What follows belongs to an exercise in optimizing a design on an open flow for small area, a short achievable clock period and few clock cycles per item; a production flow would make more cautious choices. The RTL was checked by simulation tests, not by an equivalence proof against the original design. Power is estimated from default activity; no workload was simulated.

==> maple: inputs <==
// cpu_top
module cpu_top #(
  parameter int addr_w = 12
) (
  input  logic                       clk,
  input  logic                       rst_n,
  output logic                       io_stall,
  output logic                       mem_req,
  output logic                       mem_we,
  output logic [addr_w:0]            mem_addr,
  output logic [cpu_pkg::data_w-1:0] mem_wdata,
  input  logic                       mem_ack,
  input  logic [cpu_pkg::data_w-1:0] mem_rdata
);
  localparam int dw = cpu_pkg::data_w;
  logic              q_data;    
  logic              q_ld;      
  logic [addr_w-1:0] fa;        
  logic              ir_v;
  logic [15:0]       ir;
  logic              ir_jd;     
  logic              ir_f;      
  logic [dw-1:0]     op_a;      
  logic [dw-1:0]     op_b;      
  logic [15:0]       rv;        
  logic [dw-1:0]     t_a [0:15];    
  logic [dw-1:0]     t_b [0:15];
  logic [dw-1:0]     rd_a, rd_b;
  logic [2:0]        pend;      
  logic              m2;
  logic [3:0]        wb_rt;
  logic [dw-1:0]     cs_x, cs_y, cs_x_d, cs_y_d;
  logic [2:0]        op;
  logic [3:0]        rs, rt, rd;
  logic              is_load, is_store, is_mem, is_alu, is_mul, is_beq, is_jump;
  logic              uses_rs, uses_rt;
  logic              adv, f_busy, ld_busy, wbusy, hazard, ex, redir, arr, w_jump, w_beqs, w_wait;
  logic [addr_w-1:0] w_tgt;
  logic              nxt_data, nxt_none, nxt_fetch;
  logic [addr_w-1:0] beq_tgt, fetch_nx, fa_inc;
  logic [dw-1:0]     alu_out;
  logic              ld_wr, alu_wr, wr_en;
  logic [3:0]        wr_idx;
  logic [dw-1:0]     wr_data;
  logic [3:0]        idx_a, idx_b;
  logic [2:0]        n_ret;
  assign op       = ir[15:13];
  assign rs       = ir[12:9];
  assign rt       = ir[8:5];
  assign rd       = ir[4:1];
  assign is_load  = (op == 3'b010);
  assign is_store = (op == 3'b011);
  assign is_mem   = (op[2:1] == 2'b01);
  assign is_alu   = (op[2:1] == 2'b00);
  assign is_mul   = (op == 3'b001) && ir[0];
  assign is_beq   = (op == 3'b100);
  assign is_jump  = (op == 3'b101);
  assign uses_rs  = is_alu || is_mem || is_beq;
  assign uses_rt  = is_alu || is_store || is_beq;
  ...
==> flow/config.mk <==
export PLATFORM = sky130hd
export DESIGN_NAME = cpu_top
export DESIGN_NICKNAME = cpu_top
export VERILOG_FILES = /design/flow/design.v
export SDC_FILE = /design/flow/constraint.sdc
export NUM_CORES = 4
export LEC_CHECK = 0
export CAP_MARGIN = 20
export CORE_MARGIN = 2
export CORE_UTILIZATION = 40
export SETUP_SLACK_MARGIN = 4.0
export SLEW_MARGIN = 20
==> flow/constraint.sdc <==
create_clock -name core_clock -period 8.0 [get_ports {clk}]
set_input_delay 1.6000 -clock core_clock [delete_from_list [all_inputs] [get_ports {clk}]]
set_output_delay 1.6000 -clock core_clock [all_outputs]
set_load 0.01 [all_outputs]
run.sh (not shown) runs the stock make flow with config.mk's settings and CLKGATE_MAP_FILE= SYNTH_SCRIPT=/design/flow/synth_recipe.tcl, a recipe that flattens the netlist after the stock synthesis.
==> indigo: changes against maple <==
--- a/flow/design.v
+++ b/flow/design.v
@@ -484,35 +484,31 @@
   input  logic                       mem_ack,
   input  logic [cpu_pkg::data_w-1:0] mem_rdata
 );
   localparam int dw = cpu_pkg::data_w;
   logic              q_data;    
   logic              q_ld;      
-  logic [addr_w-1:0] fa;        
+  logic [addr_w-1:0] fpc;       
   logic              ir_v;
   logic [15:0]       ir;
   logic              ir_jd;     
   logic              ir_f;      
   logic [dw-1:0]     op_a;      
   logic [dw-1:0]     op_b;      
-  logic [15:0]       rv;        
-  logic [dw-1:0]     t_a [0:15];    
-  logic [dw-1:0]     t_b [0:15];
-  logic [dw-1:0]     rd_a, rd_b;
+  logic [dw-1:0]     regs [0:15];
   logic [2:0]        pend;      
   logic              m2;
   logic [3:0]        wb_rt;
   logic [dw-1:0]     cs_x, cs_y, cs_x_d, cs_y_d;
   logic [2:0]        op;
   logic [3:0]        rs, rt, rd;
   logic              is_load, is_store, is_mem, is_alu, is_mul, is_beq, is_jump;
   logic              uses_rs, uses_rt;
-  logic              adv, f_busy, ld_busy, wbusy, hazard, ex, redir, arr, w_jump, w_beqs, w_wait;
-  logic [addr_w-1:0] w_tgt;
+  logic              adv, f_busy, ld_busy, wbusy, hazard, ex, redir, arr, w_jump;
   logic              nxt_data, nxt_none, nxt_fetch;
-  logic [addr_w-1:0] beq_tgt, fetch_nx, fa_inc;
+  logic [addr_w-1:0] beq_tgt, fetch_nx;
   logic [dw-1:0]     alu_out;
   logic              ld_wr, alu_wr, wr_en;
   logic [3:0]        wr_idx;
   logic [dw-1:0]     wr_data;
   logic [3:0]        idx_a, idx_b;
   logic [2:0]        n_ret;
@@ -531,22 +527,17 @@
   assign uses_rt  = is_alu || is_store || is_beq;
   assign adv     = mem_ack || !mem_req;
   assign f_busy  = mem_req && !q_data;
   assign ld_busy = q_data && q_ld;
   assign wbusy  = ld_busy || m2;
   assign hazard = wbusy &&
-                  (is_alu || (uses_rs && rs == wb_rt) || (uses_rt && rt == wb_rt));
+                  (is_alu || is_load || (uses_rs && rs == wb_rt) || (uses_rt && rt == wb_rt));
   assign ex     = ir_v && !hazard;
-  assign redir  = ex && !ir_jd && ((is_beq && op_a == op_b) || is_jump);
+  assign redir  = ex && ((is_beq && op_a == op_b) || (is_jump && !ir_jd));
   assign arr    = mem_ack && f_busy && !redir;
   assign w_jump = (mem_rdata[15:13] == 3'b101);
-  assign w_beqs = (mem_rdata[15:13] == 3'b100) && (mem_rdata[12:9] == mem_rdata[8:5]);
-  assign w_tgt  = w_jump ? mem_rdata[12:1] : fa + addr_w'($signed(mem_rdata[4:0])) + addr_w'(1);
-  assign w_wait = (mem_rdata[15:14] == 2'b00) ||
-                  (mem_rdata[15] ^ mem_rdata[14]) && (mem_rdata[12:9] == rd) ||
-                  ((mem_rdata[15:13] == 3'b011) || (mem_rdata[15:13] == 3'b100)) && (mem_rdata[8:5] == rd);
   always_comb begin
     case ({op[0], ir[0]})
       2'b00:   alu_out = op_a + op_b;
       2'b01:   alu_out = op_a - op_b;
       default: alu_out = {{(dw-1){1'b0}}, ($signed(op_a) < $signed(op_b))};
     endcase
@@ -556,102 +547,81 @@
     cs_x <= cs_x_d;
     cs_y <= cs_y_d;
   end
   assign ld_wr   = adv && ld_busy;
   assign alu_wr  = adv && ex && is_alu && !is_mul;
   assign wr_en   = ld_wr || m2 || alu_wr;
-  assign wr_idx  = (ld_busy || m2) ? wb_rt : rd;
+  assign wr_idx  = (ld_wr || m2) ? wb_rt : rd;
   assign wr_data = ld_busy ? mem_rdata : m2 ? (cs_x + cs_y) : alu_out;
-  for (genvar i = 0; i < 16; i++) begin : g_rf
-    logic [dw-1:0] q;
-    always_ff @(posedge clk) begin
-      if (wr_en && wr_idx == 4'(i)) q <= wr_data;
-    end
-    assign t_a[i] = q & {dw{rv[i] && idx_a == 4'(i)}};
-    assign t_b[i] = q & {dw{rv[i] && idx_b == 4'(i)}};
-  end
   always_ff @(posedge clk or negedge rst_n) begin
     if (!rst_n) begin
-      rv <= '0;
+      for (int i = 0; i < 16; i++) regs[i] <= '0;
     end else if (wr_en) begin
-      rv[wr_idx] <= 1'b1;
-    end
-  end
-  always_comb begin
-    rd_a = '0;
-    rd_b = '0;
-    for (int i = 0; i < 16; i++) begin
-      rd_a = rd_a | t_a[i];
-      rd_b = rd_b | t_b[i];
+      regs[wr_idx] <= wr_data;
     end
   end
   assign idx_a = (mem_ack && f_busy) ? mem_rdata[12:9] : rs;
   assign idx_b = (mem_ack && f_busy) ? mem_rdata[8:5]  : rt;
   always_ff @(posedge clk) begin
-    op_a <= (wr_en && wr_idx == idx_a) ? wr_data : rd_a;
-    op_b <= (wr_en && wr_idx == idx_b) ? wr_data : rd_b;
+    op_a <= (wr_en && wr_idx == idx_a) ? wr_data : regs[idx_a];
+    op_b <= (wr_en && wr_idx == idx_b) ? wr_data : regs[idx_b];
   end
-  assign beq_tgt   = fa + addr_w'($signed(ir[4:0])) + addr_w'(!ir_f);
-  assign fa_inc    = fa + addr_w'(1);
+  assign beq_tgt   = fpc + addr_w'($signed({ir[4], ir[4:0]}) - $signed({5'b0, ir_f}));
   assign nxt_data  = ex && is_mem;
-  assign nxt_none  = ex && is_mul && mem_ack && f_busy && w_wait;
+  assign nxt_none  = ex && is_mul && mem_ack && f_busy;
   assign nxt_fetch = !nxt_data && !nxt_none;
   assign fetch_nx  = redir ? (is_jump ? ir[12:1] : beq_tgt) :
-                     (arr && (w_jump || w_beqs)) ? w_tgt : fa_inc;
+                     (arr && w_jump) ? mem_rdata[12:1] : fpc;
   always_ff @(posedge clk or negedge rst_n) begin
     if (!rst_n) begin
       mem_req   <= 1'b0;
+      mem_we    <= 1'b0;
+      mem_addr  <= '0;
+      mem_wdata <= '0;
       q_data    <= 1'b0;
-      fa        <= '1;
+      q_ld      <= 1'b0;
+      fpc       <= '0;
     end else if (adv) begin
       mem_req <= !nxt_none;
       q_data  <= nxt_data;
-      if (nxt_fetch) begin
-        fa <= fetch_nx;
-      end
-    end
-  end
-  always_ff @(posedge clk) begin
-    if (adv) begin
       q_ld    <= nxt_data && is_load;
       mem_we  <= nxt_data && is_store;
       if (nxt_data) begin
         mem_addr  <= {1'b1, op_a[addr_w-1:0] + addr_w'($signed(ir[4:0]))};
         mem_wdata <= op_b;
       end else if (nxt_fetch) begin
         mem_addr  <= {1'b0, fetch_nx};
+        fpc       <= fetch_nx + addr_w'(1);
       end
     end
   end
   assign n_ret = 3'(adv && ex && !is_mem && !is_mul) + 3'(adv && q_data) + 3'(m2);
   always_ff @(posedge clk or negedge rst_n) begin
     if (!rst_n) begin
       ir_v  <= 1'b0;
+      ir    <= '0;
+      ir_jd <= 1'b0;
+      ir_f  <= 1'b0;
       pend  <= '0;
       m2    <= 1'b0;
+      wb_rt <= '0;
     end else begin
       pend <= pend - 3'(pend != 3'd0) + n_ret;
       m2   <= adv && ex && is_mul;
       if (adv) begin
+        if (nxt_data && is_load) wb_rt <= rt;
+        if (ex && is_mul)        wb_rt <= rd;
         if (arr) begin
-          ir_v <= 1'b1;
+          ir    <= mem_rdata;
+          ir_v  <= 1'b1;
+          ir_jd <= w_jump && nxt_fetch;
+          ir_f  <= nxt_fetch;
         end else if (ex) begin
-          ir_v <= 1'b0;
+          ir_v  <= 1'b0;
+        end else begin
+          ir_f  <= ir_f || nxt_fetch;
         end
       end
     end
   end
-  always_ff @(posedge clk) begin
-    if (adv) begin
-      if (nxt_data && is_load) wb_rt <= rt;
-      if (ex && is_mul)        wb_rt <= rd;
-      if (arr) begin
-        ir    <= mem_rdata;
-        ir_jd <= (w_jump || w_beqs) && nxt_fetch;
-        ir_f  <= nxt_fetch;
-      end else begin
-        ir_f  <= ir_f || nxt_fetch;
-      end
-    end
-  end
   assign io_stall = (pend == 3'd0);
 endmodule
- SETUP_SLACK_MARGIN: 4.0 -> default
==> sierra: changes against maple <==
--- a/flow/design.v
+++ b/flow/design.v
@@ -47,13 +47,14 @@
   localparam logic region_data  = 1'b1;
 endpackage
 module mul16_cs (
   input  logic [15:0] a,
   input  logic [15:0] b,
   output logic [15:0] x,
-  output logic [15:0] y
+  output logic [15:0] y,
+  output logic [15:0] z
 );
   logic bs1_1;
   logic bs2_2;
   logic bng_3;
   logic pp_4;
   logic pp_5;
@@ -229,40 +230,12 @@
   logic s_175;
   logic c_176;
   logic s_177;
   logic c_178;
   logic s_179;
   logic c_180;
-  logic s_181;
-  logic c_182;
-  logic s_183;
-  logic c_184;
-  logic s_185;
-  logic c_186;
-  logic s_187;
-  logic c_188;
-  logic s_189;
-  logic c_190;
-  logic s_191;
-  logic c_192;
-  logic s_193;
-  logic c_194;
-  logic s_195;
-  logic c_196;
-  logic s_197;
-  logic c_198;
-  logic s_199;
-  logic c_200;
-  logic s_201;
-  logic c_202;
-  logic s_203;
-  logic c_204;
-  logic s_205;
-  logic c_206;
-  logic s_207;
-  logic c_208;
   assign bs1_1 = b[0] ^ 1'b0;
   assign bs2_2 = (b[1] & ~b[0] & ~1'b0) | (~b[1] & b[0] & 1'b0);
   assign bng_3 = b[1];
   assign pp_4 = ((bs1_1 & a[0]) | (bs2_2 & 1'b0)) ^ bng_3;
   assign pp_5 = ((bs1_1 & a[1]) | (bs2_2 & a[0])) ^ bng_3;
   assign pp_6 = ((bs1_1 & a[2]) | (bs2_2 & a[1])) ^ bng_3;
@@ -437,42 +410,15 @@
   assign s_175 = s_145 ^ s_147 ^ c_142;
   assign c_176 = (s_145 & s_147) | (c_142 & (s_145 ^ s_147));
   assign s_177 = s_149 ^ s_151 ^ c_146;
   assign c_178 = (s_149 & s_151) | (c_146 & (s_149 ^ s_151));
   assign s_179 = s_153 ^ s_155 ^ c_150;
   assign c_180 = (s_153 & s_155) | (c_150 & (s_153 ^ s_155));
-  assign s_181 = pp_6 ^ pp_23;
-  assign c_182 = pp_6 & pp_23;
-  assign s_183 = pp_7 ^ pp_24;
-  assign c_184 = pp_7 & pp_24;
-  assign s_185 = pp_40 ^ bng_39 ^ s_157;
-  assign c_186 = (pp_40 & bng_39) | (s_157 & (pp_40 ^ bng_39));
-  assign s_187 = pp_41 ^ s_159 ^ c_158;
-  assign c_188 = (pp_41 & s_159) | (c_158 & (pp_41 ^ s_159));
-  assign s_189 = s_121 ^ s_161 ^ c_160;
-  assign c_190 = (s_121 & s_161) | (c_160 & (s_121 ^ s_161));
-  assign s_191 = c_122 ^ s_163 ^ c_162;
-  assign c_192 = (c_122 & s_163) | (c_162 & (c_122 ^ s_163));
-  assign s_193 = c_124 ^ s_165 ^ c_164;
-  assign c_194 = (c_124 & s_165) | (c_164 & (c_124 ^ s_165));
-  assign s_195 = c_128 ^ s_167 ^ c_166;
-  assign c_196 = (c_128 & s_167) | (c_166 & (c_128 ^ s_167));
-  assign s_197 = c_132 ^ s_169 ^ c_168;
-  assign c_198 = (c_132 & s_169) | (c_168 & (c_132 ^ s_169));
-  assign s_199 = c_136 ^ s_171 ^ c_170;
-  assign c_200 = (c_136 & s_171) | (c_170 & (c_136 ^ s_171));
-  assign s_201 = c_140 ^ s_173 ^ c_172;
-  assign c_202 = (c_140 & s_173) | (c_172 & (c_140 ^ s_173));
-  assign s_203 = c_144 ^ s_175 ^ c_174;
-  assign c_204 = (c_144 & s_175) | (c_174 & (c_144 ^ s_175));
-  assign s_205 = c_148 ^ s_177 ^ c_176;
-  assign c_206 = (c_148 & s_177) | (c_176 & (c_148 ^ s_177));
-  assign s_207 = c_152 ^ s_179 ^ c_178;
-  assign c_208 = (c_152 & s_179) | (c_178 & (c_152 ^ s_179));
-  assign x = {s_207, s_205, s_203, s_201, s_199, s_197, s_195, s_193, s_191, s_189, s_187, s_185, s_183, bng_22, pp_5, pp_4};
-  assign y = {c_206, c_204, c_202, c_200, c_198, c_196, c_194, c_192, c_190, c_188, c_186, c_184, c_182, s_181, 1'b0, bng_3};
+  assign x = {c_152, c_148, c_144, c_140, c_136, c_132, c_128, c_124, c_122, s_121, pp_41, pp_40, pp_7, pp_6, pp_5, pp_4};
+  assign y = {s_179, s_177, s_175, s_173, s_171, s_169, s_167, s_165, s_163, s_161, s_159, bng_39, pp_24, pp_23, 1'b0, bng_3};
+  assign z = {c_178, c_176, c_174, c_172, c_170, c_168, c_166, c_164, c_162, c_160, c_158, s_157, 1'b0, bng_22, 1'b0, 1'b0};
 endmodule
 module cpu_top #(
   parameter int addr_w = 12
 ) (
   input  logic                       clk,
   input  logic                       rst_n,
@@ -498,27 +444,31 @@
   logic [dw-1:0]     t_a [0:15];    
   logic [dw-1:0]     t_b [0:15];
   logic [dw-1:0]     rd_a, rd_b;
   logic [2:0]        pend;      
   logic              m2;
   logic [3:0]        wb_rt;
-  logic [dw-1:0]     cs_x, cs_y, cs_x_d, cs_y_d;
+  logic [dw-1:0]     cs_x, cs_y, cs_z, cs_x_d, cs_y_d, cs_z_d;
+  logic [dw-1:0]     cs_s, cs_c;
   logic [2:0]        op;
   logic [3:0]        rs, rt, rd;
   logic              is_load, is_store, is_mem, is_alu, is_mul, is_beq, is_jump;
   logic              uses_rs, uses_rt;
   logic              adv, f_busy, ld_busy, wbusy, hazard, ex, redir, arr, w_jump, w_beqs, w_wait;
   logic [addr_w-1:0] w_tgt;
   logic              nxt_data, nxt_none, nxt_fetch;
   logic [addr_w-1:0] beq_tgt, fetch_nx, fa_inc;
-  logic [dw-1:0]     alu_out;
+  logic [dw-1:0]     alu_out, alu_sum;
+  logic              alu_sub, alu_lt;
   logic              ld_wr, alu_wr, wr_en;
   logic [3:0]        wr_idx;
   logic [dw-1:0]     wr_data;
   logic [3:0]        idx_a, idx_b;
-  logic [2:0]        n_ret;
+  logic              r_e, r_d, r_one, r_two;
+  logic [2:0]        p_dec, p_nxt;
+  logic              io_stall_q;    
   assign op       = ir[15:13];
   assign rs       = ir[12:9];
   assign rt       = ir[8:5];
   assign rd       = ir[4:1];
   assign is_load  = (op == 3'b010);
   assign is_store = (op == 3'b011);
@@ -541,29 +491,29 @@
   assign w_jump = (mem_rdata[15:13] == 3'b101);
   assign w_beqs = (mem_rdata[15:13] == 3'b100) && (mem_rdata[12:9] == mem_rdata[8:5]);
   assign w_tgt  = w_jump ? mem_rdata[12:1] : fa + addr_w'($signed(mem_rdata[4:0])) + addr_w'(1);
   assign w_wait = (mem_rdata[15:14] == 2'b00) ||
                   (mem_rdata[15] ^ mem_rdata[14]) && (mem_rdata[12:9] == rd) ||
                   ((mem_rdata[15:13] == 3'b011) || (mem_rdata[15:13] == 3'b100)) && (mem_rdata[8:5] == rd);
-  always_comb begin
-    case ({op[0], ir[0]})
-      2'b00:   alu_out = op_a + op_b;
-      2'b01:   alu_out = op_a - op_b;
-      default: alu_out = {{(dw-1){1'b0}}, ($signed(op_a) < $signed(op_b))};
-    endcase
-  end
-  mul16_cs u_mul (.a(op_a), .b(op_b), .x(cs_x_d), .y(cs_y_d));
+  assign alu_sub = op[0] || ir[0];
+  assign alu_sum = op_a + (op_b ^ {dw{alu_sub}}) + dw'(alu_sub);
+  assign alu_lt  = (op_a[dw-1] ^ op_b[dw-1]) ? op_a[dw-1] : alu_sum[dw-1];
+  assign alu_out = op[0] ? {{(dw-1){1'b0}}, alu_lt} : alu_sum;
+  mul16_cs u_mul (.a(op_a), .b(op_b), .x(cs_x_d), .y(cs_y_d), .z(cs_z_d));
   always_ff @(posedge clk) begin
     cs_x <= cs_x_d;
     cs_y <= cs_y_d;
+    cs_z <= cs_z_d;
   end
+  assign cs_s = cs_x ^ cs_y ^ cs_z;
+  assign cs_c = {(cs_x[dw-2:0] & cs_y[dw-2:0]) | (cs_z[dw-2:0] & (cs_x[dw-2:0] ^ cs_y[dw-2:0])), 1'b0};
   assign ld_wr   = adv && ld_busy;
   assign alu_wr  = adv && ex && is_alu && !is_mul;
   assign wr_en   = ld_wr || m2 || alu_wr;
   assign wr_idx  = (ld_busy || m2) ? wb_rt : rd;
-  assign wr_data = ld_busy ? mem_rdata : m2 ? (cs_x + cs_y) : alu_out;
+  assign wr_data = ld_busy ? mem_rdata : m2 ? (cs_s + cs_c) : alu_out;
   for (genvar i = 0; i < 16; i++) begin : g_rf
     logic [dw-1:0] q;
     always_ff @(posedge clk) begin
       if (wr_en && wr_idx == 4'(i)) q <= wr_data;
     end
     assign t_a[i] = q & {dw{rv[i] && idx_a == 4'(i)}};
@@ -619,20 +569,27 @@
         mem_wdata <= op_b;
       end else if (nxt_fetch) begin
         mem_addr  <= {1'b0, fetch_nx};
       end
     end
   end
-  assign n_ret = 3'(adv && ex && !is_mem && !is_mul) + 3'(adv && q_data) + 3'(m2);
+  assign r_e   = adv && ex && !is_mem && !is_mul;
+  assign r_d   = adv && q_data;
+  assign r_one = r_e || r_d || m2;
+  assign r_two = (r_e && r_d) || (r_e && m2) || (r_d && m2);
+  assign p_dec = pend - 3'(pend != 3'd0);
+  assign p_nxt = r_two ? p_dec + 3'd2 : r_one ? p_dec + 3'd1 : p_dec;
   always_ff @(posedge clk or negedge rst_n) begin
     if (!rst_n) begin
       ir_v  <= 1'b0;
       pend  <= '0;
+      io_stall_q <= 1'b1;
       m2    <= 1'b0;
     end else begin
-      pend <= pend - 3'(pend != 3'd0) + n_ret;
+      pend <= p_nxt;
+      io_stall_q <= (p_nxt == 3'd0);
       m2   <= adv && ex && is_mul;
       if (adv) begin
         if (arr) begin
           ir_v <= 1'b1;
         end else if (ex) begin
           ir_v <= 1'b0;
@@ -650,8 +607,8 @@
         ir_f  <= nxt_fetch;
       end else begin
         ir_f  <= ir_f || nxt_fetch;
       end
     end
   end
-  assign io_stall = (pend == 3'd0);
+  assign io_stall = io_stall_q;
 endmodule
- CORE_UTILIZATION: 40 -> 55
- SETUP_SLACK_MARGIN: 4.0 -> 4.3
==> comparison <==
- Flip-flop and latch count: indigo < maple < sierra.
- Worst hold slack, highest first: sierra, maple, indigo.
- Against sierra, the core utilization of maple is lower by 17 points.
- In indigo the sequential power is larger than in sierra, by about 6%.
- Die area, lowest first: sierra, maple, indigo.
==> figures <==
Headroom to the max-slew limit: indigo 18.6%; maple 29.2%; sierra 23.4%
RSZ-0062 raised after global routing: indigo false; maple false; sierra true
Total met2 wirelength after detailed routing: indigo 42.0 mm; maple 41.4 mm; sierra 39.0 mm
Critical path peak fanout: indigo 30; maple 12; sierra 24
GRT Total Usage: indigo 29.0%; maple 28.4%; sierra 35.8%
Cts repair resizes: indigo 0; maple 69; sierra 52
Crit Reg-Reg Endpoint: indigo mem_addr[11]; maple g_rf[13].q[7]; sierra g_rf[14].q[2]
Vertical die dimension: indigo 256 µm; maple 254 µm; sierra 216 µm
Outcome: indigo no timing/DRC/antenna violations; maple no timing/DRC/antenna violations; sierra no timing/DRC/antenna violations
Dpl hpwl: indigo 64.0 mm; maple 59.9 mm; sierra 53.7 mm
Wire length on met1: indigo 40.3 mm; maple 36.8 mm; sierra 32.5 mm
Testbench counts of maple, summed over its fixed seeds: cycles 33,391, instrs 24,000.
Testbench counts of indigo, summed over its fixed seeds: cycles 34,645, instrs 24,000.
Testbench counts of sierra, summed over its fixed seeds: cycles 33,391, instrs 24,000.

-- port drivers added, routing unchanged --
In the flow no input, the clock included, has a driving cell. The finished layouts below were timed again as built, in two steps.
Step 1 (the two cells are an assumption about what drives the block):
set clk [get_ports {clk}]
set_driving_cell -lib_cell sky130_fd_sc_hd__clkbuf_16 $clk
set_driving_cell -lib_cell sky130_fd_sc_hd__buf_2 [delete_from_list [all_inputs] $clk]
Step 2 times the ports against the registers' clock, not the clock port: input delays grow and output delays shrink by t, the midpoint of the rising clock arrivals with the driver on.
a / b / c = no drivers / after step 1 / after step 2; a / b = the first two.
| run | t, ns | setup WS [ns] | worst setup path after step 2 | worst register clock-pin slew, ns |
|---|---|---|---|---|
| maple | 0.661 | 4.019 / 4.047 / 3.394 | input to register | 0.07 / 0.07 |
| indigo | 0.652 | 2.882 / 2.882 / 2.497 | input to register | 0.07 / 0.07 |
| sierra | 0.651 | 4.324 / 4.360 / 3.709 | input to register | 0.07 / 0.07 |
After both steps every run listed still meets setup and hold. The setup slack of maple, which loses most, moves by +0.028 ns with the drivers and by -0.625 ns with both steps.
